Background: an optimization exercise with open tools, aiming at small area, a short achievable clock period and few clock cycles. Do not read the settings as production practice. No functional check of the RTL was part of any run shown here. Power and IR drop assume default switching activity.

==> config.mk <==
export PLATFORM = sky130hd
export DESIGN_NAME = pcm_frame_to_s16_stereo_mono
export DESIGN_NICKNAME = pcm_frame_to_s16_stereo_mono
export VERILOG_FILES = /design/flow/design.v
export SDC_FILE = /design/flow/constraint.sdc
export NUM_CORES = 4
export LEC_CHECK = 0
export CAP_MARGIN = 20
export CORE_MARGIN = 2
export CORE_UTILIZATION = 40
export PLACE_DENSITY = 0.6
export SETUP_SLACK_MARGIN = 3.0
export SLEW_MARGIN = 20
==> constraint.sdc <==
create_clock -name core_clock -period 6.5 [get_ports {clk_i}]
set_input_delay 1.3000 -clock core_clock [delete_from_list [all_inputs] [get_ports {clk_i}]]
set_output_delay 1.3000 -clock core_clock [all_outputs]
set_load 0.01 [all_outputs]
==> design.v <==
package pfs_pkg;
  localparam int unsigned SAMPLE_W = 32;
  localparam int unsigned PCM16_W  = 16;
  localparam int unsigned MONO_W   = 32;
  localparam int unsigned LVL_W    = 33;
  localparam int unsigned APB_AW = 3;
  localparam int unsigned APB_DW = 32;
  localparam int unsigned FMT_W  = 3;
  localparam logic REG_FORMAT = 1'b0;
  localparam logic REG_STEREO = 1'b1;
  localparam logic [FMT_W-1:0] FMT_FLOAT32 = 3'd0;
  localparam logic [FMT_W-1:0] FMT_PCM8    = 3'd1;
  localparam logic [FMT_W-1:0] FMT_PCM16   = 3'd2;
  localparam logic [FMT_W-1:0] FMT_PCM24   = 3'd3;
  localparam logic [FMT_W-1:0] FMT_PCM32   = 3'd4;
  localparam logic signed [LVL_W-1:0] LVL_ONE     = {2'b01, 31'b0};
  localparam logic signed [LVL_W-1:0] LVL_NEG_ONE = {2'b11, 31'b0};
  typedef logic signed [LVL_W-1:0] level_t;
endpackage
module pfs_lane (
  input  logic [pfs_pkg::SAMPLE_W-1:0] word_i,
  input  logic [pfs_pkg::FMT_W-1:0]    fmt_i,
  input  logic                         zero_i,
  output logic [32:0]                  x_o,
  output logic                         s_o
);
  logic [7:0]  ex;
  logic        nan, big, inr, is_flt, is_pcm;
  logic [31:0] fmag, pl;
  logic [1:0]  bsh;
  logic [32:0] y;
  always_comb begin
    ex   = word_i[30:23];
    nan  = (&ex) && (|word_i[22:0]);
    big  = ex[7] || (&ex[6:0]);
    inr  = (ex[7:5] == 3'b011);
    fmag = {1'b1, word_i[22:0], 8'b0} >> (~ex[4:0]);
    bsh  = {fmt_i[1] ^ fmt_i[0], fmt_i[0]};
    pl   = word_i << {bsh, 3'b000};
    pl[31] = pl[31] ^ (fmt_i == pfs_pkg::FMT_PCM8);
    is_flt = !zero_i && (fmt_i == pfs_pkg::FMT_FLOAT32);
    is_pcm = !zero_i && (fmt_i == pfs_pkg::FMT_PCM8  || fmt_i == pfs_pkg::FMT_PCM16 ||
                         fmt_i == pfs_pkg::FMT_PCM24 || fmt_i == pfs_pkg::FMT_PCM32);
    s_o  = (fmt_i == pfs_pkg::FMT_FLOAT32) && word_i[31];
    if (is_flt)      y = {1'b0, big && !nan, (inr && !big) ? fmag[30:0] : 31'b0};
    else if (is_pcm) y = {pl[31], pl};
    else             y = '0;
    x_o = y ^ {33{s_o}};
  end
endmodule
module pfs_s16_step (
  input  logic [32:0] x_i,
  input  logic        s_i,
  output logic [2:0]  k_o
);
  logic [14:0] u, v;
  logic        gt, lt, eq, c, anz, a15, dec, k2, k1, km, x0;
  always_comb begin
    u   = x_i[15:1];
    v   = x_i[30:16];
    gt  = u > v;
    lt  = u < v;
    eq  = !gt && !lt;
    c   = s_i ? (lt || (eq && !x_i[0] && x_i[15])) : (gt || (eq && x_i[0] && !x_i[15]));
    anz = s_i ? (x_i[31:16] != 16'hFFFF) : (x_i[31:16] != 16'h0000);
    a15 = x_i[31] ^ s_i;
    dec = a15 || (!c && anz);
    k2  = s_i ? dec  : (x_i[32] & c);
    k1  = s_i ? !dec : (x_i[32] & !c);
    km  = !s_i & !x_i[32] & dec;
    x0  = x_i[16];
    k_o = {k1 | km, k2 | (k1 & x0), km & !x0};
  end
endmodule
module pfs_s16 (
  input  logic [15:0]                        x_i,
  input  logic [2:0]                         k_i,
  output logic signed [pfs_pkg::PCM16_W-1:0] pcm16_o
);
  logic [15:0] pu, pd, flip;
  always_comb begin
    pu[1] = 1'b1;
    pd[1] = 1'b1;
    for (int i = 2; i < 16; i++) begin
      pu[i] = pu[i-1] & x_i[i-1];
      pd[i] = pd[i-1] & !x_i[i-1];
    end
    flip[0] = k_i[2];
    for (int i = 1; i < 16; i++) flip[i] = (pu[i] & k_i[1]) | (pd[i] & k_i[0]);
    pcm16_o = x_i ^ flip;
  end
endmodule
module pfs_add #(parameter int N = 33) (
  input  logic [N-1:0] a_i,
  input  logic [N-1:0] b_i,
  output logic [N-1:0] sum_o
);
  logic [N-1:0] p, g, gp, pp;
  always_comb begin
    p  = a_i ^ b_i;
    g  = a_i & b_i;
    gp = g;
    pp = p;
    for (int l = 0; (1 << l) < N; l++)
      for (int i = (2 << l) - 1; i < N; i += (2 << l)) begin
        gp[i] = gp[i] | (pp[i] & gp[i - (1 << l)]);
        pp[i] = pp[i] & pp[i - (1 << l)];
      end
    for (int l = 5; l >= 0; l--)
      if ((1 << l) < N)
        for (int i = (3 << l) - 1; i < N; i += (2 << l)) begin
          gp[i] = gp[i] | (pp[i] & gp[i - (1 << l)]);
          pp[i] = pp[i] & pp[i - (1 << l)];
        end
    sum_o[0] = p[0];
    for (int i = 1; i < N; i++) sum_o[i] = p[i] ^ gp[i-1];
  end
endmodule
module pfs_merge (
  input  logic [32:0] xl_i,
  input  logic        sl_i,
  input  logic [32:0] xr_i,
  input  logic        sr_i,
  output logic [31:0] q_o,
  output logic        cin_o,
  output logic        sat_o
);
  logic [33:0] xl, xr, sv, cv;
  logic [32:0] q;
  always_comb begin
    xl = {xl_i[32], xl_i};
    xr = {xr_i[32], xr_i};
    sv = xl ^ xr ^ {33'b0, sl_i};
    cv = {(xl[32:0] & xr[32:0]) | {32'b0, (xl[0] ^ xr[0]) & sl_i}, sr_i};
  end
  pfs_add #(33) u_add (.a_i(sv[33:1]), .b_i(cv[33:1]), .sum_o(q));
  always_comb begin
    q_o   = q[31:0];
    cin_o = (sv[0] & cv[0]) | ((sv[0] ^ cv[0]) & q[32]);
    sat_o = !xl_i[32] && xl_i[31] && !sl_i && !xr_i[32] && xr_i[31] && !sr_i;
  end
endmodule
module pfs_mono_round (
  input  logic [31:0]                        q_i,
  input  logic                               cin_i,
  input  logic                               sat_i,
  output logic signed [pfs_pkg::MONO_W-1:0]  mono_o
);
  logic [31:0] ones;
  always_comb begin
    ones[0] = 1'b1;
    for (int i = 1; i < 32; i++) ones[i] = ones[i-1] & q_i[i-1];
    mono_o = sat_i ? 32'h7FFF_FFFF : (q_i ^ (ones & {32{cin_i}}));
  end
endmodule
module pcm_frame_to_s16_stereo_mono (
  input  logic                              clk_i,
  input  logic                              rst_ni,
  input  logic                              in_valid,
  output logic                              in_ready,
  input  logic [pfs_pkg::SAMPLE_W-1:0]      in_left_sample,
  input  logic [pfs_pkg::SAMPLE_W-1:0]      in_right_sample,
  input  logic                              in_silent,
  input  logic                              in_end_of_packet,
  output logic                              out_valid,
  input  logic                              out_ready,
  output logic signed [pfs_pkg::PCM16_W-1:0] out_left_pcm16,
  output logic signed [pfs_pkg::PCM16_W-1:0] out_right_pcm16,
  output logic signed [pfs_pkg::MONO_W-1:0]  out_mono_level,
  output logic                              out_last_of_packet,
  input  logic                              psel,
  input  logic                              penable,
  input  logic                              pwrite,
  input  logic [pfs_pkg::APB_AW-1:0]        paddr,
  input  logic [pfs_pkg::APB_DW-1:0]        pwdata,
  output logic [pfs_pkg::APB_DW-1:0]        prdata,
  output logic                              pready
);
  logic [pfs_pkg::FMT_W-1:0] fmt_q;
  logic             stereo_q;
  logic             v1_q, v2_q, rdy1, rdy2;
  logic [pfs_pkg::SAMPLE_W-1:0] right_word;
  logic [32:0]      xl, xr, xl_q, xr_q;
  logic             sl, sr, sl_q, sr_q;
  logic [2:0]       kl, kr;
  logic             last1_q, last2_q;
  logic signed [pfs_pkg::PCM16_W-1:0] l16_d, r16_d, l16_q, r16_q;
  logic [31:0]      q, q_q;
  logic             cin, sat, cin_q, sat_q;
  assign pready = 1'b1;
  always_ff @(posedge clk_i or negedge rst_ni) begin
    if (!rst_ni) begin
      fmt_q    <= pfs_pkg::FMT_FLOAT32;
      stereo_q <= 1'b1;
    end else if (psel && penable && pwrite) begin
      if (paddr[2]) stereo_q <= pwdata[0];
      else          fmt_q    <= pwdata[pfs_pkg::FMT_W-1:0];
    end
  end
  assign prdata = paddr[2] ? {{(pfs_pkg::APB_DW-1){1'b0}}, stereo_q}
                           : {{(pfs_pkg::APB_DW-pfs_pkg::FMT_W){1'b0}}, fmt_q};
  assign right_word = stereo_q ? in_right_sample : in_left_sample;
  pfs_lane u_lane_l (.word_i(in_left_sample), .fmt_i(fmt_q), .zero_i(in_silent), .x_o(xl), .s_o(sl));
  pfs_lane u_lane_r (.word_i(right_word),     .fmt_i(fmt_q), .zero_i(in_silent), .x_o(xr), .s_o(sr));
  assign rdy2     = !v2_q || out_ready;
  assign rdy1     = !v1_q || rdy2;
  assign in_ready = rdy1;
  always_ff @(posedge clk_i or negedge rst_ni) begin
    if (!rst_ni) begin
      v1_q <= 1'b0;
      v2_q <= 1'b0;
    end else begin
      if (rdy1) v1_q <= in_valid;
      if (rdy2) v2_q <= v1_q;
    end
  end
  always_ff @(posedge clk_i) begin
    if (rdy1) begin
      xl_q    <= xl;
      sl_q    <= sl;
      xr_q    <= xr;
      sr_q    <= sr;
      last1_q <= in_end_of_packet;
    end
  end
  pfs_s16_step u_step_l (.x_i(xl_q), .s_i(sl_q), .k_o(kl));
  pfs_s16_step u_step_r (.x_i(xr_q), .s_i(sr_q), .k_o(kr));
  pfs_s16 u_s16_l (.x_i(xl_q[31:16]), .k_i(kl), .pcm16_o(l16_d));
  pfs_s16 u_s16_r (.x_i(xr_q[31:16]), .k_i(kr), .pcm16_o(r16_d));
  pfs_merge u_merge (
    .xl_i  (xl_q),
    .sl_i  (sl_q),
    .xr_i  (xr_q),
    .sr_i  (sr_q),
    .q_o   (q),
    .cin_o (cin),
    .sat_o (sat)
  );
  always_ff @(posedge clk_i) begin
    if (rdy2) begin
      l16_q   <= l16_d;
      r16_q   <= r16_d;
      q_q     <= q;
      cin_q   <= cin;
      sat_q   <= sat;
      last2_q <= last1_q;
    end
  end
  assign out_valid          = v2_q;
  assign out_left_pcm16     = l16_q;
  assign out_right_pcm16    = r16_q;
  pfs_mono_round u_round (.q_i(q_q), .cin_i(cin_q), .sat_i(sat_q), .mono_o(out_mono_level));
  assign out_last_of_packet = last2_q;
endmodule
==> flow/run.sh <==
#!/bin/bash
set -euo pipefail
export BUFFER_PORTS_ARGS="-buffer_cell sky130_fd_sc_hd__buf_2"
bash standard.sh > standard.log 2>&1
==> standard.sh <==
#!/bin/bash
# synth_recipe.tcl (not shown) runs the flow's synth.tcl, then flattens the netlist and writes it again
# the make line also repeats each setting of config.mk as NAME=value (left out here)
make -C /OpenROAD-flow-scripts/flow DESIGN_CONFIG=/design/flow/config.mk WORK_HOME=/design/flow/orfs CLKGATE_MAP_FILE= SYNTH_SCRIPT=/design/flow/synth_recipe.tcl "${@:-finish}"
==> summary.txt, run 1 <==
Status
  – Outcome: no timing/DRC/antenna violations

Clock tree
  – Number of buffers added to fix hold violations after cts: 0
  – Clock Tree Root: sky130_fd_sc_hd__clkbuf_16
  – Clock H-tree levels: 4
  – Number of CTS-inserted buffers: 17
  – Clock Tree Buf Depth: 2
  – Latest clock arrival within the worst-skew pair: about 440 ps
  – Clock sink total: around 140
  – Clock slew at reported path FFs: ~60 ps
  – Clock tree from TritonCTS: done

Floorplanning
  – Initial core utilization: between 40% and 50%
  – Core region area: 34630 sq um
  – Width of the chip: approximately 190 microns
  – Die Area: between 30000 and 40000 sq um
  – Std cell rows: 68
  – Die height: 191.7 microns
  – Ports: roughly 210

Timing
  – Minimum clock period after layout: approximately 4000 ps
  – Clock skew: approximately 11 ps
  – Hold slack final: roughly 420 ps
  – Fmax: ~0.25 GHz
  – Final period util: around 61%
  – RSZ-0062 raised after global routing: yes
  – Slew Limit Headroom: 37.78%
  – Actual transition at the worst max-transition pin: 915.2 ps
  – Max-slew violations: 0
  – Setup TNS: 0 ps
  – Number of setup violations in the final report: 0
  – Total count of hold-check failures in the final report: 0

Layout
  – Number of diodes added for antenna fixing: 0
  – Share of cells above drive strength 1: approximately a quarter
  – Most common library cell in the layout ignoring fill and taps: sky130_fd_sc_hd__buf_2
  – Most used cells in the layout excluding fill and tap cells: sky130_fd_sc_hd__buf_2, sky130_fd_sc_hd__edfxtp_1, sky130_fd_sc_hd__nand2_1
  – Area Growth Syn to Fin: 21.02%
  – Post-layout nets: between 1500 and 2000

Synth
  – Count of cell types in the netlist: 76
  – Syn. warnings: 7
  – Top cell type by total area after synthesis: sky130_fd_sc_hd__edfxtp_1
  – Instance count of the mapped netlist: 1545
  – Post-synth top area share: 28.99%
  – Async set-or-reset flop fraction in the synthesized netlist: 4.225%
  – XOR/XNOR share of the synthesized area: under 10%
  – Synthesized area: around 14000 sq um
  – Avg Cell Area, Syn: between 9 and 10 sq um
  – Adder-cell share of the synthesized area: between 10 and 15%
  – Post-synthesis sequential element count: between 100 and 150
  – Number of enable-type register cells in the synthesized netlist: between 100 and 150
  – Leading post-synthesis cells by cell area: sky130_fd_sc_hd__edfxtp_1, sky130_fd_sc_hd__ha_1, sky130_fd_sc_hd__mux2i_1, sky130_fd_sc_hd__xnor2_1, sky130_fd_sc_hd__mux2_2
  – Area share of and/or/nand/nor cells after synthesis: about 14%
  – Compound-Gate Fraction of Synth Area: 16.93%
  – Dominant combinational cell family by area after synthesis: compound AO/OA/AOI/OAI gates
  – Dominant synthesized flop cell: sky130_fd_sc_hd__edfxtp_1
  – Sequential cell area fraction in the yosys report: between 30% and 40%
  – Mux share of post-synthesis cell area: a little over an eighth

Drt
  – Starting DRT DRC Count: between 1000 and 1500
  – Via density: between 5 and 6
  – Overall routed net length: between 40000 and 50000 microns
  – Routed length per instance: between 20 and 25 microns
  – Met1 routed wirelength after detailed routing: between 20000 and 25000 microns
  – Total met3 wirelength after detailed routing: approximately 3600 microns
  – Count of nets left with antenna violations after detail routing: 0
  – Topmost layer with routed signal wires: met4
  – Count of unresolved DRC violations after routing: 0
  – TritonRoute pass-1 iters: 6
  – Routed length on met2: 21290 microns
  – Via count of the routed design: between 10000 and 15000

Min path
  – Endpoint, Worst Hold: last2_q
  – Path type of the worst min-delay path: flip-flop to flip-flop
  – Worst Hold Path Cells: 0
  – HP Start: last1_q

Critical path
  – CP Data Required Time: between 5000 and 6000 ps
  – FF-to-FF Start: sl_q
  – Crit start category: flip-flop
  – Critical Path, Cell by Cell: nand4_1 -> nor4_4 -> nand4_1 -> nor2_4 -> and4_4 -> and4_4 -> nand4_1 -> xor2_1 -> nor2_1 -> buf_2
  – Data arrival time at the worst-slack endpoint: ~2600 ps
  – Worst path slowest cell: sky130_fd_sc_hd__edfxtp_1
  – Number of cells on the worst reg-to-reg path: 13
  – Register-to-register setup slack: a little under 3000 ps
  – Cell class contributing the biggest share of worst-path delay: simple AND/OR/NAND/NOR gates
  – CP max FO: 3
  – Most frequent cell on the critical path: sky130_fd_sc_hd__nand4_1
  – Maximum cell stage delay along the critical path: roughly 370 ps
  – Crit path buffers/inverters: 1
  – Capture point of the worst reg-to-reg path: q_q[28]
  – WS Path Type: flip-flop to output pin
  – Type of destination of the critical path: output pin

GRT
  – Via count of the first global-routing pass: between 10000 and 15000
  – Total overflow reported by the global router: 0
  – Global Route Usage Sum: roughly 25%
  – First-pass GRT wire length: roughly 70000 microns
  – Maximum number of pins on one net before global-route repair: 72
  – Initial antenna violation count: 0

Power and ir drop
  – Worst supply voltage drop on vdd: 0.2069 mV
  – Leak Pwr: 7.073 nW
  – Power density over the cells: between 300 and 400 nW/um^2

Place
  – Global placement routability congestion: 0.9720
  – Half-perimeter wire length after placement: roughly 35000 microns
  – Buffers on Ports: 146

Job
  – Number of max-cap violations: 0
-- state kept, by name (all words and copies together), names as in the netlist, 3 cells and up --
register and flops:
l16_q 16, q_q 32, xr_q 33, r16_q 16, fmt_q 3, xl_q 33
-- power by group --
| part | switching (mW) | leakage [nW] | internal, mW | total, mW |
|---|---|---|---|---|
| combinational | 1.87 | 5.27 | 1.42 | 3.28 |
| clock | 0.399 | 0.294 | 0.644 | 1.04 |
| sequential | 0.323 | 1.51 | 1.45 | 1.77 |
-- worst max path at each step --
stage | startpoint | to | slack (ps) | depth (start not counted)
5_1_grt | q_q[2] | out_mono_level[31] | 2400 | 10
3_5_place_dp | in_left_sample[25] | xr_q[28] | 1730 | 8
6_report | q_q[0] | out_mono_level[31] | 2560 | 10
2_1_floorplan | out_ready | in_ready | 2200 | 1
3_3_place_gp | in_left_sample[25] | xr_q[1] | 1650 | 9
4_1_cts | q_q[2] | out_mono_level[31] | 2500 | 10
-- timing repair --
action                                  CTS  global route
resized for setup                        74            56
setup buffers                            36            37
pin swaps                                30            34
cloned                                    2             2
endpoints found under the setup margin  110            78
-- metal layers --
metal	track usage (%)	vias to the layer above
met1	34.63	5971
met5	0	-
met2	40.46	646
li1	-	5964
met4	9.438	0
met3	3.709	94
-- per-stage QoR --
| stage | area [sq um] | worst slack [ps] | instances | utilization (%) | total power [mW] |
|---|---|---|---|---|---|
| detailed placement | 15130 | 1728 | 2077 | 43.68 | 4.645 |
| global placement | 15120 | 1646 | 2077 | 43.66 | 4.601 |
| finish | 17050 | 2556 | 2186 | 49.23 | 6.098 |
| CTS | 16400 | 2499 | 2147 | 47.36 | 5.875 |
| floorplan | 14220 | 2204 | 1573 | - | 3.725 |
| global route | 17050 | 2401 | 2186 | 49.23 | 6.502 |
-- area by class of cell --
class	count	area [sq um]
Fill cell	3274	17580
Tap cell	455	569.3
Clock inverter	13	187.7
Clock buffer	19	432.9
Sequential cell	142	4239
Inverter	97	371.6
Multi-Input combinational cell	1223	9628
Timing Repair Buffer	237	1618
-- Yosys cell counts, types with 11 or more instances --
master	number
sky130_fd_sc_hd__buf_4	30
sky130_fd_sc_hd__buf_2	15
sky130_fd_sc_hd__a31oi_1	15
sky130_fd_sc_hd__nand3_1	21
sky130_fd_sc_hd__a22oi_1	22
sky130_fd_sc_hd__edfxtp_1	136
sky130_fd_sc_hd__nor3_1	29
sky130_fd_sc_hd__inv_1	96
sky130_fd_sc_hd__nand4_1	21
sky130_fd_sc_hd__nand2b_1	27
sky130_fd_sc_hd__nand2_1	137
sky130_fd_sc_hd__and3_1	11
sky130_fd_sc_hd__o21a_1	11
sky130_fd_sc_hd__o211ai_1	13
sky130_fd_sc_hd__fa_1	17
sky130_fd_sc_hd__nor4_1	13
sky130_fd_sc_hd__a21o_1	26
sky130_fd_sc_hd__mux2_2	47
sky130_fd_sc_hd__nor2_1	102
sky130_fd_sc_hd__a21oi_1	84
sky130_fd_sc_hd__clkbuf_1	59
sky130_fd_sc_hd__a211oi_1	15
sky130_fd_sc_hd__o22ai_1	36
sky130_fd_sc_hd__xor2_1	25
sky130_fd_sc_hd__xnor2_1	102
sky130_fd_sc_hd__o21bai_1	13
sky130_fd_sc_hd__a32oi_1	13
sky130_fd_sc_hd__ha_1	99
sky130_fd_sc_hd__mux2i_1	111
sky130_fd_sc_hd__o21ai_0	74
sky130_fd_sc_hd__nor2b_1	12
-- kinds of logic (layout without fill, tap and decap cells) --
group / after synthesis / after routing
DFF: 142 / 142
adders and majority gates: 116 / 116
buffers and inverters: 211 / 366
muxes: 167 / 169
AOI/OAI and AO/OA: 367 / 368
xor gates and xnor gates: 127 / 127
and+or+nand+nor: 413 / 413
other: 2 / 30
==> run 2, diff against run 1 <==
--- a/config.mk
+++ b/config.mk
@@ -11,3 +11,3 @@
 export PLACE_DENSITY = 0.6
-export SETUP_SLACK_MARGIN = 3.0
+export SETUP_SLACK_MARGIN = 2.5
 export SLEW_MARGIN = 20
==> run 2 against run 1 <==
Cell area down 6.0%; total power down 4.8%; synthesized cell count unchanged; sequential power up 2%; clock skew up 9.0 ps; critical path depth down 3; register-to-register slack worse by 440 ps; cell count down 2.6%; routed wire length down 4.6%; worst hold slack better by 8.8 ps; first-iteration DRC count down 2.7%; die area unchanged; highest routed layer unchanged.
==> summary.txt, run 2 <==
Synth
  – Most numerous cell in the Yosys netlist: sky130_fd_sc_hd__nand2_1
  – Instance count of the mapped netlist: 1545 (unchanged)
  – Top cell type by total area after synthesis: sky130_fd_sc_hd__edfxtp_1
  – Avg Cell Area, Syn: 9.117 sq um (unchanged)
  – Async set-or-reset flop fraction in the synthesized netlist: 4.225% (unchanged)
  – Dominant synthesized flop cell: sky130_fd_sc_hd__edfxtp_1
  – Synthesized area: 14090 sq um (unchanged)
  – Count of cell types in the netlist: 76 (unchanged)
  – Post-synthesis sequential element count: 142 (unchanged)
  – Post-synth top area share: 28.99% (unchanged)
  – Sequential cell area fraction in the yosys report: 30.07% (unchanged)
  – Number of enable-type register cells in the synthesized netlist: 136 (unchanged)
  – Most instantiated cells after synthesis: sky130_fd_sc_hd__nand2_1, sky130_fd_sc_hd__edfxtp_1, sky130_fd_sc_hd__mux2i_1, sky130_fd_sc_hd__nor2_1, sky130_fd_sc_hd__xnor2_1
  – Leading post-synthesis cells by cell area: sky130_fd_sc_hd__edfxtp_1, sky130_fd_sc_hd__ha_1, sky130_fd_sc_hd__mux2i_1, sky130_fd_sc_hd__xnor2_1, sky130_fd_sc_hd__mux2_2
  – Syn. warnings: 7 (unchanged)

Clock tree
  – Latest clock arrival within the worst-skew pair: 430 ps (about the same)
  – Clock H-tree levels: 4 (unchanged)
  – Number of buffers added to fix hold violations after cts: 0 (unchanged)
  – Clock Tree Buf Depth: 2 (unchanged)
  – Clock tree from TritonCTS: done
  – Clock slew at reported path FFs: 70 ps (about the same)
  – Clock Tree Root: sky130_fd_sc_hd__clkbuf_16
  – Number of CTS-inserted buffers: 17 (unchanged)
  – Clock sink total: 142 (unchanged)

Timing
  – Worst Setup Slack, final: 2532 ps (-23.19 ps)
  – Clock skew: 20.35 ps (+9.028 ps)
  – Max-slew violations: 0 (unchanged)
  – RSZ-0062 raised after global routing: yes
  – Number of setup violations in the final report: 0 (unchanged)
  – Minimum clock period after layout: 3968 ps (+23.19 ps)
  – Total count of hold-check failures in the final report: 0 (unchanged)
  – Setup TNS: 0 ps (unchanged)
  – Final period util: 61.04% (+0.36 points)
  – Slew Limit Headroom: 37.94% (+0.16 points)
  – Fmax: 0.2520 GHz (-0.58%)
  – Actual transition at the worst max-transition pin: 905.0 ps (-10.20 ps)
  – Hold slack final: 430.4 ps (+8.833 ps)

Layout
  – Biggest regs: xl_q x33, xr_q x33, q_q x32
  – Number of diodes added for antenna fixing: 0 (unchanged)
  – Area Growth Syn to Fin: 13.75%
  – Share of cells above drive strength 1: 18.88% (-5.9 points)
  – Most used cells in the layout excluding fill and tap cells: sky130_fd_sc_hd__buf_2, sky130_fd_sc_hd__nand2_1, sky130_fd_sc_hd__edfxtp_1
  – Post-layout nets: 1885 (-2.9%)
  – Most common library cell in the layout ignoring fill and taps: sky130_fd_sc_hd__buf_2
  – Number of non-filler instances in the completed layout: 2129 (-2.6%)

Place
  – Setup slack at placement: 1718 ps (-10.29 ps)
  – Global placement routability congestion: 0.9714 (about the same)
  – Buffers on Ports: 146 (unchanged)
  – Placed Cells: 2074 (-0.14%)
  – Half-perimeter wire length after placement: 34490 microns (-0.46%)

Power and ir drop
  – Total internal power: 3.357 mW (-4.4%)
  – Sequential power share: 31.2% (+2.1 points)
  – Power density over the cells: 362.5 nW/um^2 (+1.3%)
  – Worst supply voltage drop on vdd: 0.2109 mV (+1.9%)
  – NetSw: 2.451 mW (-5.3%)
  – Logic pwr share: 50.2% (-3.6 points)
  – Clock network fraction of design power: 18.6% (+1.5 points)
  – Sw frac: 42.20% (-0.24 points)
  – Leak Pwr: 6.710 nW (-5.1%)

GRT
  – First-pass GRT wire length: 68990 microns (-1.9%)
  – Initial antenna violation count: 0 (unchanged)
  – Via count of the first global-routing pass: 11780 (-1.3%)
  – Maximum number of pins on one net before global-route repair: 72 (unchanged)
  – Total overflow reported by the global router: 0 (unchanged)
  – Global Route Usage Sum: 24.62% (-0.68 points)

Floorplanning
  – Die height: 191.7 microns (unchanged)
  – Initial core utilization: 40.68% (unchanged)
  – Std cell rows: 68 (unchanged)
  – Core region area: 34630 sq um (unchanged)
  – Die Area: 36730 sq um (unchanged)
  – Width of the chip: 191.7 microns (unchanged)
  – Ports: 208 (unchanged)

Drt
  – TritonRoute pass-1 iters: 5 (-1)
  – Count of nets left with antenna violations after detail routing: 0 (unchanged)
  – Via density: 5.797 (about the same)
  – Routed length per instance: 21.12 microns (-2.1%)
  – Overall routed net length: 44960 microns (-4.6%)
  – Via count of the routed design: 12340 (-2.6%)
  – Count of unresolved DRC violations after routing: 0 (unchanged)
  – Starting DRT DRC Count: 1267 (-2.7%)

Min path
  – Path type of the worst min-delay path: flip-flop to flip-flop

Critical path
  – Crit start category: flip-flop
  – CP Data Required Time: 6620 ps (+1420 ps)
  – Type of destination of the critical path: flip-flop
  – CP max FO: 30 (+27)
  – Data arrival time at the worst-slack endpoint: 4090 ps (+1450 ps)
  – WS Path Type: flip-flop to flip-flop

Status
  – Outcome: no timing/DRC/antenna violations

Job
  – Number of max-cap violations: 0 (unchanged)
[run 2: cell types whose count changed in the layout (fill, tap and decap cells not counted), sizes merged]
cell	before	now
mux2	48	47
bufinv	4	5
buf	235	180
clkinv	5	8
o21ai	77	76
clkinvlp	5	2
clkbuf	21	20
[run 2: layout make-up]
| cell class | instances | area (sq um) |
|---|---|---|
| clock buffers | 18 | 429.2 |
| clock inverters | 14 | 216.5 |
| fillers | 3357 | 18610 |
| inverters | 97 | 367.9 |
| multi-input cells | 1221 | 9168 |
| flip-flops and latches | 142 | 4239 |
| well taps | 455 | 569.3 |
| repair buffers | 182 | 1033 |
[run 2: repair_timing]
action,in CTS,in global routing
resized for setup,18,13
cloned,1,0
setup buffers,10,12
pin swaps,6,8
setup endpoints to repair,53,44
[run 2: critical path, stage by stage, from the launching register on]
cell	delay (ps)
sky130_fd_sc_hd__dfstp_4	900
sky130_fd_sc_hd__buf_4	400
sky130_fd_sc_hd__mux2i_2	460
sky130_fd_sc_hd__nand3_1	370
sky130_fd_sc_hd__or3_1	650
sky130_fd_sc_hd__or3_1	420
sky130_fd_sc_hd__o22ai_1	280
sky130_fd_sc_hd__xor2_1	140
[run 2: power groups by stage]
| stage | registers [mW] | logic, mW | clock network (mW) |
|---|---|---|---|
| 2_1_floorplan | 1.68 | 2.03 | 0 |
| 3_3_place_gp | 1.82 | 2.74 | 0 |
| 3_5_place_dp | 1.83 | 2.78 | 0 |
| 4_1_cts | 1.81 | 2.84 | 1.10 |
| 5_1_grt | 1.85 | 3.24 | 1.13 |
| 6_report | 1.81 | 2.91 | 1.08 |
[run 2: cell families (layout without fill, tap and decap cells)]
logic type                 after synthesis  after routing  share of synthesized area, %
AOI/OAI and AO/OA                      367            367                         16.93
xor gates and xnor gates               127            127                         7.897
adders and majority gates              116            116                         11.21
buffers and inverters                  211            311                         6.626
DFF                                    142            142                         30.07
muxes                                  167            168                         13.08
other                                    2             30                       0.05332
and+or+nand+nor                        413            413                         14.13
[run 2: through the flow]
| stage | util, % | cell area, sq um | power, mW |
|---|---|---|---|
| 3_3_place_gp | 43.48 | 15060 | 4.565 |
| 3_5_place_dp | 43.48 | 15060 | 4.610 |
| 4_1_cts | 45.81 | 15860 | 5.760 |
| 2_1_floorplan | - | 14190 | 3.715 |
| 6_report | 46.27 | 16020 | 5.808 |
| 5_1_grt | 46.27 | 16020 | 6.220 |
[run 2: worst paths after layout]
kind / startpoint / endpoint / slack, ps / cells after the start
min reg2reg: last1_q / last2_q / 430 / 0
max: stereo_q / xr_q[28] / 2530 / 7
max in group asynchronous: rst_ni / stereo_q / 5530 / 1
max reg2reg: stereo_q / xr_q[28] / 2530 / 7
min: last1_q / last2_q / 430 / 0
min in group asynchronous: rst_ni / fmt_q[0] / 720 / 1
[run 2: layer usage]
layer / share of wire, % / global-route usage, %
met1: 45 / 34.73
met2: 45 / 38.35
met3: 7.4 / 3.325
met4: 3.0 / 9.172
met5: 0 / 0
==> run 3, diff against run 2 <==
--- a/design.v
+++ b/design.v
@@ -23,3 +23,3 @@
   input  logic                         zero_i,
-  output logic [32:0]                  x_o,
+  output logic [32:0]                  y_o,
   output logic                         s_o
@@ -30,3 +30,2 @@
   logic [1:0]  bsh;
-  logic [32:0] y;
   always_comb begin
@@ -44,6 +43,5 @@
     s_o  = (fmt_i == pfs_pkg::FMT_FLOAT32) && word_i[31];
-    if (is_flt)      y = {1'b0, big && !nan, (inr && !big) ? fmag[30:0] : 31'b0};
-    else if (is_pcm) y = {pl[31], pl};
-    else             y = '0;
-    x_o = y ^ {33{s_o}};
+    if (is_flt)      y_o = {1'b0, big && !nan, (inr && !big) ? fmag[30:0] : 31'b0};
+    else if (is_pcm) y_o = {pl[31], pl};
+    else             y_o = '0;
   end
@@ -51,22 +49,20 @@
 module pfs_s16_step (
-  input  logic [32:0] x_i,
+  input  logic [32:0] y_i,
   input  logic        s_i,
+  output logic [15:0] x_o,
   output logic [2:0]  k_o
 );
-  logic [14:0] u, v;
-  logic        gt, lt, eq, c, anz, a15, dec, k2, k1, km, x0;
-  always_comb begin
-    u   = x_i[15:1];
-    v   = x_i[30:16];
-    gt  = u > v;
-    lt  = u < v;
-    eq  = !gt && !lt;
-    c   = s_i ? (lt || (eq && !x_i[0] && x_i[15])) : (gt || (eq && x_i[0] && !x_i[15]));
-    anz = s_i ? (x_i[31:16] != 16'hFFFF) : (x_i[31:16] != 16'h0000);
-    a15 = x_i[31] ^ s_i;
-    dec = a15 || (!c && anz);
-    k2  = s_i ? dec  : (x_i[32] & c);
-    k1  = s_i ? !dec : (x_i[32] & !c);
-    km  = !s_i & !x_i[32] & dec;
-    x0  = x_i[16];
+  logic [15:0] a, b, cs;
+  logic        c, dec, x0, k2, k1, km;
+  always_comb begin
+    a   = y_i[31:16];
+    b   = y_i[15:0];
+    cs  = {1'b0, b[15:1]} + {1'b0, ~a[14:0]} + {15'b0, (b[0] & !b[15])};
+    c   = cs[15];
+    dec = a[15] || (!c && (a != 16'd0));
+    k2  = s_i ? dec  : (y_i[32] & c);
+    k1  = s_i ? !dec : (y_i[32] & !c);
+    km  = !s_i & !y_i[32] & dec;
+    x_o = a ^ {16{s_i}};
+    x0  = x_o[0];
     k_o = {k1 | km, k2 | (k1 & x0), km & !x0};
@@ -119,5 +115,5 @@
 module pfs_merge (
-  input  logic [32:0] xl_i,
+  input  logic [32:0] yl_i,
   input  logic        sl_i,
-  input  logic [32:0] xr_i,
+  input  logic [32:0] yr_i,
   input  logic        sr_i,
@@ -130,4 +126,4 @@
   always_comb begin
-    xl = {xl_i[32], xl_i};
-    xr = {xr_i[32], xr_i};
+    xl = {34{sl_i}} ^ {yl_i[32], yl_i};
+    xr = {34{sr_i}} ^ {yr_i[32], yr_i};
     sv = xl ^ xr ^ {33'b0, sl_i};
@@ -139,3 +135,3 @@
     cin_o = (sv[0] & cv[0]) | ((sv[0] ^ cv[0]) & q[32]);
-    sat_o = !xl_i[32] && xl_i[31] && !sl_i && !xr_i[32] && xr_i[31] && !sr_i;
+    sat_o = !yl_i[32] && yl_i[31] && !sl_i && !yr_i[32] && yr_i[31] && !sr_i;
   end
@@ -182,7 +178,7 @@
   logic [pfs_pkg::SAMPLE_W-1:0] right_word;
-  logic [32:0]      xl, xr, xl_q, xr_q;
+  logic [32:0]      yl, yr, yl_q, yr_q;
   logic             sl, sr, sl_q, sr_q;
-  logic [2:0]       kl, kr;
   logic             last1_q, last2_q;
-  logic signed [pfs_pkg::PCM16_W-1:0] l16_d, r16_d, l16_q, r16_q;
+  logic [15:0]      xl, xr, xl_q, xr_q;
+  logic [2:0]       kl, kr, kl_q, kr_q;
   logic [31:0]      q, q_q;
@@ -202,4 +198,4 @@
   assign right_word = stereo_q ? in_right_sample : in_left_sample;
-  pfs_lane u_lane_l (.word_i(in_left_sample), .fmt_i(fmt_q), .zero_i(in_silent), .x_o(xl), .s_o(sl));
-  pfs_lane u_lane_r (.word_i(right_word),     .fmt_i(fmt_q), .zero_i(in_silent), .x_o(xr), .s_o(sr));
+  pfs_lane u_lane_l (.word_i(in_left_sample), .fmt_i(fmt_q), .zero_i(in_silent), .y_o(yl), .s_o(sl));
+  pfs_lane u_lane_r (.word_i(right_word),     .fmt_i(fmt_q), .zero_i(in_silent), .y_o(yr), .s_o(sr));
   assign rdy2     = !v2_q || out_ready;
@@ -218,5 +214,5 @@
     if (rdy1) begin
-      xl_q    <= xl;
+      yl_q    <= yl;
       sl_q    <= sl;
-      xr_q    <= xr;
+      yr_q    <= yr;
       sr_q    <= sr;
@@ -225,14 +221,12 @@
   end
-  pfs_s16_step u_step_l (.x_i(xl_q), .s_i(sl_q), .k_o(kl));
-  pfs_s16_step u_step_r (.x_i(xr_q), .s_i(sr_q), .k_o(kr));
-  pfs_s16 u_s16_l (.x_i(xl_q[31:16]), .k_i(kl), .pcm16_o(l16_d));
-  pfs_s16 u_s16_r (.x_i(xr_q[31:16]), .k_i(kr), .pcm16_o(r16_d));
+  pfs_s16_step u_step_l (.y_i(yl_q), .s_i(sl_q), .x_o(xl), .k_o(kl));
+  pfs_s16_step u_step_r (.y_i(yr_q), .s_i(sr_q), .x_o(xr), .k_o(kr));
   pfs_merge u_merge (
-    .xl_i  (xl_q),
-    .sl_i  (sl_q),
-    .xr_i  (xr_q),
-    .sr_i  (sr_q),
-    .q_o   (q),
-    .cin_o (cin),
-    .sat_o (sat)
+    .yl_i (yl_q),
+    .sl_i (sl_q),
+    .yr_i (yr_q),
+    .sr_i (sr_q),
+    .q_o  (q),
+    .cin_o(cin),
+    .sat_o(sat)
   );
@@ -240,4 +234,6 @@
     if (rdy2) begin
-      l16_q   <= l16_d;
-      r16_q   <= r16_d;
+      xl_q    <= xl;
+      kl_q    <= kl;
+      xr_q    <= xr;
+      kr_q    <= kr;
       q_q     <= q;
@@ -248,6 +244,6 @@
   end
+  pfs_s16 u_s16_l (.x_i(xl_q), .k_i(kl_q), .pcm16_o(out_left_pcm16));
+  pfs_s16 u_s16_r (.x_i(xr_q), .k_i(kr_q), .pcm16_o(out_right_pcm16));
+  pfs_mono_round u_round (.q_i(q_q), .cin_i(cin_q), .sat_i(sat_q), .mono_o(out_mono_level));
   assign out_valid          = v2_q;
-  assign out_left_pcm16     = l16_q;
-  assign out_right_pcm16    = r16_q;
-  pfs_mono_round u_round (.q_i(q_q), .cin_i(cin_q), .sat_i(sat_q), .mono_o(out_mono_level));
   assign out_last_of_packet = last2_q;
==> run 3 against run 2 <==
Register-to-register slack improved by 70 ps; worst hold slack worse by 10 ps; core utilization grew 1.9 points; total power grew 2.8%; flip-flop and latch count is 6 higher; sequential power fell by 5%; critical path depth is 3 higher; clock skew is 8.8 ps lower; cell area up 4.0%; maximum frequency shrank 6.2%; sequential share of layout area is essentially flat; critical path type is now flip-flop to output pin; highest routed layer unchanged.
==> summary.txt, run 3 <==
Status
  – Outcome: no timing/DRC/antenna violations

Timing
  – Fmax: 0.2364 GHz (-6.2%)
  – Minimum clock period after layout: 4231 ps (+263.3 ps)
  – Max-slew violations: 0 (unchanged)
  – Clock skew: 11.58 ps (-8.774 ps)
  – RSZ-0062 raised after global routing: yes
  – Number of setup violations in the final report: 0 (unchanged)
  – Actual transition at the worst max-transition pin: 972.0 ps (+66.94 ps)
  – Setup TNS: 0 ps (unchanged)
  – Total count of hold-check failures in the final report: 0 (unchanged)
  – Slew Limit Headroom: 33.35% (-4.6 points)
  – Final period util: 65.09% (+4.1 points)
  – Worst Setup Slack, final: 2269 ps (-263.3 ps)

Critical path
  – CP Data Required Time: 5200 ps (-1420 ps)
  – Capture point of the worst reg-to-reg path: q_q[30]
  – CP max FO: 3 (-90%)
  – Data arrival time at the worst-slack endpoint: 2930 ps (-1160 ps)
  – Type of destination of the critical path: output pin
  – WS Path Type: flip-flop to output pin
  – FF-to-FF Start: sr_q
  – Number of cells on the worst reg-to-reg path: 15 (+8)
  – Register-to-register setup slack: 2600 ps (+70 ps)
  – Crit start category: flip-flop
  – First element of the critical path: xr_q[3]

Drt
  – Overall routed net length: 44810 microns (-0.34%)
  – Starting DRT DRC Count: 1040 (-18%)
  – Routed length per instance: 20.73 microns (-1.9%)
  – Via count of the routed design: 12250 (-0.76%)
  – Count of unresolved DRC violations after routing: 0 (unchanged)
  – Count of nets left with antenna violations after detail routing: 0 (unchanged)
  – TritonRoute pass-1 iters: 5 (unchanged)
  – Via density: 5.665 (-2.3%)

GRT
  – Most utilized layer in the global route result: met2
  – Via count of the first global-routing pass: 11570 (-1.8%)
  – Global routing usage on met2: 38.14% (-0.21 points)
  – Met1 track demand over resource: 32.12% (-2.6 points)
  – Initial antenna violation count: 0 (unchanged)
  – Maximum number of pins on one net before global-route repair: 75 (+4.2%)
  – Global Route Usage Sum: 23.94% (-0.67 points)
  – Met3 Use GR: 3.782% (+0.46 points)
  – Total overflow reported by the global router: 0 (unchanged)
  – First-pass GRT wire length: 66210 microns (-4.0%)

Synth
  – Count of cell types in the netlist: 77 (+1.3%)
  – Instance count of the mapped netlist: 1538 (-0.45%)
  – Most numerous cell in the Yosys netlist: sky130_fd_sc_hd__edfxtp_1
  – Sequential cell area fraction in the yosys report: 31.25% (+1.2 points)
  – Async set-or-reset flop fraction in the synthesized netlist: 4.054% (-0.17 points)
  – Post-synthesis sequential element count: 148 (+4.2%)
  – Top cell type by total area after synthesis: sky130_fd_sc_hd__edfxtp_1
  – Leading post-synthesis cells by cell area: sky130_fd_sc_hd__edfxtp_1, sky130_fd_sc_hd__mux2i_1, sky130_fd_sc_hd__ha_1, sky130_fd_sc_hd__xor2_1, sky130_fd_sc_hd__nand2_1
  – Post-synth top area share: 30.18% (+1.2 points)
  – Avg Cell Area, Syn: 9.187 sq um (+0.77%)
  – Synthesized area: 14130 sq um (+0.31%)
  – Syn. warnings: 7 (unchanged)
  – Dominant synthesized flop cell: sky130_fd_sc_hd__edfxtp_1
  – Number of enable-type register cells in the synthesized netlist: 142 (+4.4%)
  – Most instantiated cells after synthesis: sky130_fd_sc_hd__edfxtp_1, sky130_fd_sc_hd__mux2i_1, sky130_fd_sc_hd__nand2_1, sky130_fd_sc_hd__nor2_1, sky130_fd_sc_hd__inv_1

Power and ir drop
  – Sequential power share: 28.8% (-2.4 points)
  – Clock network fraction of design power: 16.8% (-1.8 points)
  – Power density over the cells: 358.1 nW/um^2 (-1.2%)
  – Sw frac: 42.72% (+0.52 points)
  – Total internal power: 3.419 mW (+1.8%)
  – Logic pwr share: 54.5% (+4.3 points)
  – NetSw: 2.550 mW (+4.0%)
  – Worst supply voltage drop on vdd: 0.1815 mV (-14%)
  – Leak Pwr: 7.325 nW (+9.2%)

Min path
  – HP Start: last1_q
  – Endpoint, Worst Hold: last2_q
  – Path type of the worst min-delay path: flip-flop to flip-flop
  – Worst Hold Path Cells: 0 (unchanged)

Job
  – Number of max-cap violations: 0 (unchanged)

Floorplanning
  – Ports: 208 (unchanged)
  – Initial core utilization: 40.80% (+0.13 points)
  – Width of the chip: 192.0 microns (+0.15%)
  – Core region area: 34630 sq um (unchanged)
  – Die Area: 36840 sq um (+0.31%)
  – Die height: 192.0 microns (+0.15%)
  – Std cell rows: 68 (unchanged)

Layout
  – Biggest regs: yl_q x33, yr_q x33, q_q x32
  – Most common library cell in the layout ignoring fill and taps: sky130_fd_sc_hd__buf_2
  – Most used cells in the layout excluding fill and tap cells: sky130_fd_sc_hd__buf_2, sky130_fd_sc_hd__edfxtp_1, sky130_fd_sc_hd__mux2i_1
  – Area Growth Syn to Fin: 17.96%
  – Footprint of the flip-flops and latches: 4415 sq um (+4.2%)
  – Post-layout nets: 1919 (+1.8%)
  – Count of fill cells added during filler insertion: 3294 (-1.9%)
  – Share of cells above drive strength 1: 21.03% (+2.2 points)
  – Number of diodes added for antenna fixing: 0 (unchanged)
  – Multi-input gate area in the final layout: 9331 sq um (+1.8%)

Clock tree
  – Clock slew at reported path FFs: 60 ps (about the same)
  – Clock tree from TritonCTS: done
  – Latest clock arrival within the worst-skew pair: 440 ps (about the same)
  – Clock Tree Buf Depth: 2 (unchanged)
  – Clock H-tree levels: 4 (unchanged)
  – Number of CTS-inserted buffers: 17 (unchanged)
  – Number of buffers added to fix hold violations after cts: 0 (unchanged)
  – Clock sink total: 148 (+4.2%)
  – Clock Tree Root: sky130_fd_sc_hd__clkbuf_16

Place
  – Buffers on Ports: 146 (unchanged)
  – Global placement routability congestion: 0.9198 (-5.3%)
  – Setup slack at placement: 1804 ps (+86.01 ps)
  – Half-perimeter wire length after placement: 33430 microns (-3.1%)
run 3: cell count changes after synthesis, moves of 12 or more:
cell | previous run | this run
sky130_fd_sc_hd__a22oi_1 | 22 | 9
sky130_fd_sc_hd__mux2_2 | 47 | 20
sky130_fd_sc_hd__mux2i_1 | 111 | 128
sky130_fd_sc_hd__nand2_1 | 137 | 125
sky130_fd_sc_hd__nand3_1 | 21 | 33
sky130_fd_sc_hd__nor2_1 | 102 | 120
sky130_fd_sc_hd__o21ai_0 | 74 | 62
sky130_fd_sc_hd__xnor2_1 | 102 | 48
sky130_fd_sc_hd__xor2_1 | 25 | 82
run 3: cell families (layout without fill, tap and decap cells):
| kind of cell | after synthesis | in the layout | share of synthesized area, % |
|---|---|---|---|
| AO/OA/AOI/OAI | 330 | 331 | 14.74 |
| multiplexers | 160 | 160 | 12.57 |
| adder cells (fa/ha/maj) | 117 | 117 | 11.21 |
| other | 2 | 30 | 0.05315 |
| XOR/XNOR | 130 | 130 | 8.058 |
| flip-flops | 148 | 148 | 31.25 |
| AND/OR/NAND/NOR | 436 | 436 | 15.41 |
| buffers and inverters | 215 | 355 | 6.703 |
run 3: worst max-delay path by stage:
stage          slack, ps             endpoint
2_1_floorplan       2200             in_ready
3_5_place_dp        1800              yr_q[1]
4_1_cts             2210  out_right_pcm16[15]
5_1_grt             2110  out_right_pcm16[15]
3_3_place_gp        1870              yr_q[2]
6_report            2270  out_right_pcm16[13]
run 3: what timing repair did:
action / 4_1_cts / 5_1_grt
hold endpoints to repair: 0 / 0
resized for setup: 29 / 45
pin swaps: 12 / 30
gates cloned: 0 / 3
setup endpoints to repair: 48 / 48
setup buffers: 37 / 13
run 3: cell type report:
| class | instances | area share (%) |
|---|---|---|
| Tap cell | 455 | 3.416 |
| Timing Repair Buffer | 218 | 8.190 |
| Multi-Input combinational cell | 1204 | 55.99 |
| Inverter | 105 | 2.365 |
| Clock inverter | 14 | 0.9759 |
| Clock buffer | 18 | 2.575 |
| Sequential cell | 148 | 26.49 |
run 3: layer usage:
metal	share of wire, %	wire, microns	up-vias
met5	0	0	-
met4	3.6	1597	0
met3	7.0	3158	86
met2	46	20520	502
met1	44	19530	5827
li1	-	-	5833
run 3: power by group through the flow:
stage | Sequential (mW) | Clock [mW] | Combinational (mW)
detailed placement | 1.73 | 0 | 2.92
CTS | 1.70 | 1.02 | 3.05
global route | 1.75 | 1.05 | 3.60
finish | 1.72 | 1.00 | 3.25
global placement | 1.72 | 0 | 2.87
floorplan | 1.63 | 0 | 2.12
run 3: per-stage QoR:
| step | instances | hold WS (ps) | utilization (%) | instance area (sq um) | total power, mW |
|---|---|---|---|---|---|
| final | 2162 | 420.1 | 48.13 | 16670 | 5.969 |
| after global routing | 2162 | 436.2 | 48.13 | 16670 | 6.399 |
| after CTS | 2146 | 422.2 | 46.74 | 16190 | 5.770 |
| after detailed placement | 2077 | 407.4 | 43.79 | 15160 | 4.646 |
| after global placement | 2077 | 402.6 | 43.76 | 15150 | 4.586 |
| after floorplan | 1566 | 400.3 | - | 14250 | 3.747 |
run 3: critical path, cell delays in order (launching register included):
cell and delay, ps:
sky130_fd_sc_hd__edfxtp_1 390, sky130_fd_sc_hd__or4b_4 550, sky130_fd_sc_hd__nand2b_4 160, sky130_fd_sc_hd__or4_4 440, sky130_fd_sc_hd__nor4_4 160, sky130_fd_sc_hd__nand2b_1 140, sky130_fd_sc_hd__buf_4 160, sky130_fd_sc_hd__nor2_1 80
sky130_fd_sc_hd__a21oi_1 60, sky130_fd_sc_hd__xnor2_1 190, sky130_fd_sc_hd__buf_2 170
==> run 4, diff against run 3 <==
--- a/config.mk
+++ b/config.mk
@@ -11,3 +11,3 @@
 export PLACE_DENSITY = 0.6
-export SETUP_SLACK_MARGIN = 2.5
+export SETUP_SLACK_MARGIN = 3.0
 export SLEW_MARGIN = 20
==> run 4 against run 3 <==
Clock-buffer cell count rose by 1; critical path depth fell by 1; cell count grew 1.2%; synthesized cell count did not move; largest power group unchanged.
==> summary.txt, run 4 <==
Drt
  – Routed length per instance: 20.78 microns (+0.26%)
  – Overall routed net length: 45490 microns (+1.5%)
  – Starting DRT DRC Count: 1027 (-1.3%)
  – Via density: 5.735 (+1.2%)
  – Count of nets left with antenna violations after detail routing: 0 (unchanged)
  – Count of unresolved DRC violations after routing: 0 (unchanged)
  – Via count of the routed design: 12560 (+2.5%)
  – TritonRoute pass-1 iters: 7 (+2)

Synth
  – Most instantiated cells after synthesis: sky130_fd_sc_hd__edfxtp_1, sky130_fd_sc_hd__mux2i_1, sky130_fd_sc_hd__nand2_1, sky130_fd_sc_hd__nor2_1, sky130_fd_sc_hd__inv_1
  – Area share of and/or/nand/nor cells after synthesis: 15.41% (unchanged)
  – Adder-cell share of the synthesized area: 11.21% (unchanged)
  – Sequential cell area fraction in the yosys report: 31.25% (unchanged)
  – Dominant combinational cell family by area after synthesis: simple AND/OR/NAND/NOR gates
  – Avg Cell Area, Syn: 9.187 sq um (unchanged)
  – Leading post-synthesis cells by cell area: sky130_fd_sc_hd__edfxtp_1, sky130_fd_sc_hd__mux2i_1, sky130_fd_sc_hd__ha_1, sky130_fd_sc_hd__xor2_1, sky130_fd_sc_hd__nand2_1
  – Count of cell types in the netlist: 77 (unchanged)
  – Post-synth top area share: 30.18% (unchanged)
  – Post-synthesis sequential element count: 148 (unchanged)
  – Instance count of the mapped netlist: 1538 (unchanged)
  – Async set-or-reset flop fraction in the synthesized netlist: 4.054% (unchanged)
  – Syn. warnings: 7 (unchanged)
  – Compound-Gate Fraction of Synth Area: 14.74% (unchanged)
  – Number of enable-type register cells in the synthesized netlist: 142 (unchanged)
  – Mux share of post-synthesis cell area: 12.57% (unchanged)
  – Most numerous cell in the Yosys netlist: sky130_fd_sc_hd__edfxtp_1
  – Synthesized area: 14130 sq um (unchanged)
  – XOR/XNOR share of the synthesized area: 8.058% (unchanged)
  – Top cell type by total area after synthesis: sky130_fd_sc_hd__edfxtp_1
  – Dominant synthesized flop cell: sky130_fd_sc_hd__edfxtp_1

Layout
  – Share of cells above drive strength 1: 25.95% (+4.9 points)
  – Multi-input gate area in the final layout: 9824 sq um (+5.3%)
  – Post-layout nets: 1946 (+1.4%)
  – Number of diodes added for antenna fixing: 0 (unchanged)
  – Most common library cell in the layout ignoring fill and taps: sky130_fd_sc_hd__edfxtp_1
  – Area Growth Syn to Fin: 24.30%
  – Footprint of the flip-flops and latches: 4419 sq um (about the same)
  – Count of fill cells added during filler insertion: 3155 (-4.2%)
  – Biggest regs: yl_q x33, yr_q x33, q_q x32
  – Most used cells in the layout excluding fill and tap cells: sky130_fd_sc_hd__edfxtp_1, sky130_fd_sc_hd__buf_2, sky130_fd_sc_hd__nand2_1

Critical path
  – Cell class contributing the biggest share of worst-path delay: simple AND/OR/NAND/NOR gates
  – CP Data Required Time: 5200 ps (about the same)
  – Critical Path, Cell by Cell: nor4b_4 -> nand2b_2 -> nor3_4 -> nand2b_1 -> or4_4 -> or4_4 -> mux2i_1 -> xor2_1 -> buf_2
  – Crit start category: flip-flop
  – Capture point of the worst reg-to-reg path: q_q[30]
  – Worst path slowest cell: sky130_fd_sc_hd__or4_4
  – Most frequent cell on the critical path: sky130_fd_sc_hd__or4_4
  – Type of destination of the critical path: output pin
  – WS Path Type: flip-flop to output pin
  – Number of cells on the worst reg-to-reg path: 16 (+1)
  – Data arrival time at the worst-slack endpoint: 2980 ps (+50 ps)
  – FF-to-FF Start: sl_q
  – Crit path buffers/inverters: 1 (-1)
  – Register-to-register setup slack: 2510 ps (-90 ps)
  – Maximum cell stage delay along the critical path: 460 ps (-90 ps)
  – CP max FO: 2 (-1)

GRT
  – Total overflow reported by the global router: 0 (unchanged)
  – Via count of the first global-routing pass: 12030 (+4.0%)
  – Initial antenna violation count: 1 (+1)
  – First-pass GRT wire length: 68300 microns (+3.2%)
  – Maximum number of pins on one net before global-route repair: 75 (unchanged)
  – Global Route Usage Sum: 24.43% (+0.49 points)

Timing
  – Max-slew violations: 0 (unchanged)
  – Minimum clock period after layout: 4277 ps (+46.34 ps)
  – Fmax: 0.2338 GHz (-1.1%)
  – Number of setup violations in the final report: 0 (unchanged)
  – Actual transition at the worst max-transition pin: 1034 ps (+61.71 ps)
  – Slew Limit Headroom: 29.73% (-3.6 points)
  – RSZ-0062 raised after global routing: yes
  – Total count of hold-check failures in the final report: 0 (unchanged)
  – Setup TNS: 0 ps (unchanged)
  – Final period util: 65.80% (+0.71 points)
  – Clock skew: 15.03 ps (+3.448 ps)

Clock tree
  – Clock sink total: 148 (unchanged)
  – Latest clock arrival within the worst-skew pair: 430 ps (about the same)
  – Clock Tree Root: sky130_fd_sc_hd__clkbuf_16
  – Clock H-tree levels: 4 (unchanged)
  – Clock Tree Buf Depth: 2 (unchanged)
  – Number of CTS-inserted buffers: 17 (unchanged)
  – Clock slew at reported path FFs: 60 ps (about the same)
  – Clock tree from TritonCTS: done
  – Number of buffers added to fix hold violations after cts: 0 (unchanged)

Floorplanning
  – Core region area: 34630 sq um (unchanged)
  – Initial core utilization: 40.80% (unchanged)
  – Width of the chip: 192.0 microns (unchanged)
  – Die Area: 36840 sq um (unchanged)
  – Ports: 208 (unchanged)
  – Die height: 192.0 microns (unchanged)
  – Std cell rows: 68 (unchanged)

Job
  – Number of max-cap violations: 0 (unchanged)

Power and ir drop
  – Final Power: 6.347 mW (+6.3%)
  – Worst supply voltage drop on vdd: 0.2176 mV (+20%)
  – Leak Pwr: 7.574 nW (+3.4%)
  – Total internal power: 3.691 mW (+7.9%)
  – Clock network fraction of design power: 17.0% (+0.2 points)
  – Sw frac: 41.85% (-0.86 points)
  – Power density over the cells: 361.4 nW/um^2 (+0.91%)
  – NetSw: 2.656 mW (+4.2%)
  – Sequential power share: 27.4% (-1.4 points)
  – Logic pwr share: 55.7% (+1.2 points)

Min path
  – HP Start: last1_q
  – Endpoint, Worst Hold: last2_q
  – Path type of the worst min-delay path: flip-flop to flip-flop
  – Worst Hold Path Cells: 0 (unchanged)

Place
  – Half-perimeter wire length after placement: 33080 microns (-1.0%)
  – Buffers on Ports: 146 (unchanged)
  – Global placement routability congestion: 0.9460 (+2.8%)

Status
  – Outcome: no timing/DRC/antenna violations
## run 4: cell count changes in the layout (fill, tap and decap cells not counted), moves of 7 or more
cell                      before  now
sky130_fd_sc_hd__buf_6         5   34
sky130_fd_sc_hd__mux2i_1     127  116
sky130_fd_sc_hd__ha_1         95   86
sky130_fd_sc_hd__ha_4          5   14
sky130_fd_sc_hd__xor2_1       65   56
sky130_fd_sc_hd__fa_1         14    6
sky130_fd_sc_hd__fa_2          2   10
sky130_fd_sc_hd__mux2i_2       1    8
sky130_fd_sc_hd__xor2_4        2    9
## run 4: layout make-up
class                      instances  share of cell area [%]
multi-input combinational       1204                   55.94
inverter                         105                   2.244
clock buffer                      19                   2.522
timing repair buffer             245                   9.717
sequential                       148                   25.16
tap                              455                   3.241
clock inverter                    13                   1.175
## run 4: metrics by stage
| stage | worst slack [ps] | hold slack [ps] | util [%] | instances | instance area, sq um |
|---|---|---|---|---|---|
| after floorplan | 2204 | 400.3 | - | 1566 | 14450 |
| after global placement | 2007 | 401.3 | 43.99 | 2074 | 15230 |
| after detailed placement | 1899 | 406.5 | 43.99 | 2074 | 15230 |
| after CTS | 2226 | 422.9 | 49.37 | 2167 | 17100 |
| after global routing | 2121 | 442.3 | 50.72 | 2189 | 17560 |
| final | 2223 | 416.8 | 50.72 | 2189 | 17560 |
## run 4: what timing repair did
action	in CTS	in global routing
gates resized for setup	116	69
setup endpoints to repair	93	86
gates cloned	1	1
pin swaps	33	42
setup buffers	60	21
## run 4: how the worst max path moves through the flow
stage | start | to | slack (ps) | cells past startpoint
after floorplan | out_ready | in_ready | 2200 | 1
after global placement | sr_q | cin_q | 2010 | 10
after detailed placement | sr_q | cin_q | 1900 | 10
after CTS | xr_q[3] | out_right_pcm16[15] | 2230 | 9
after global routing | xr_q[3] | out_right_pcm16[15] | 2120 | 9
final | xl_q[3] | out_left_pcm16[15] | 2220 | 9
## run 4: cells by family after synthesis
logic type	Yosys count
flops	148
compound gates	330
other cells	2
xor+xnor	130
buf+inv	215
mux	160
simple gates	436
fa+ha+maj	117
## run 4: power by group through the flow
stage,combinational [mW],clock [mW],sequential [mW]
global placement,2.90,0,1.73
finish,3.53,1.08,1.74
CTS,3.31,1.09,1.73
global route,3.87,1.13,1.77
detailed placement,2.95,0,1.74
floorplan,2.19,0,1.63
## run 4: per-layer routing
metal | track usage [%] | vias up | wire, microns
li1 | - | 5879 | -
met4 | 10.80 | 2 | 1765
met2 | 39.20 | 624 | 20820
met1 | 32.78 | 5948 | 19670
met5 | 0 | - | 8
met3 | 3.490 | 102 | 3226

==> static timing again, ports no longer ideal <==
The results above use ideal ports. As a check the final layouts listed here were re-extracted and re-timed, cells and wires unchanged. Step 1 sets driving cells, clkbuf_16 on the clock port and buf_2 on the other inputs (assumed; they add their load-dependent delay and slew). Step 2 moves the port delays by t, midway between the first and last clock arrival at a register: inputs arrive t later, outputs are due t later. That takes back most of the time a late clock gives input paths. a / b / c = ideal ports / drivers / drivers and shift; a / b = the first two.
| run | t (ns) | setup WS [ns] | worst setup path at the end | slew at the worst register clock pin (ns) |
|---|---|---|---|---|
| run 1 | 0.479 | 2.556 / 2.508 / 2.579 | input to register | 0.07 / 0.07 |
| run 2 | 0.475 | 2.532 / 2.532 / 2.172 | input to register | 0.07 / 0.07 |
| run 3 | 0.487 | 2.269 / 2.218 / 2.199 | input to register | 0.07 / 0.07 |
| run 4 | 0.477 | 2.223 / 2.169 / 2.511 | register to register | 0.07 / 0.07 |
After both steps every run listed still meets setup and hold. For run 2, which loses most, drivers alone change the setup slack by 0.000 ns; drivers and shift together by -0.360 ns.
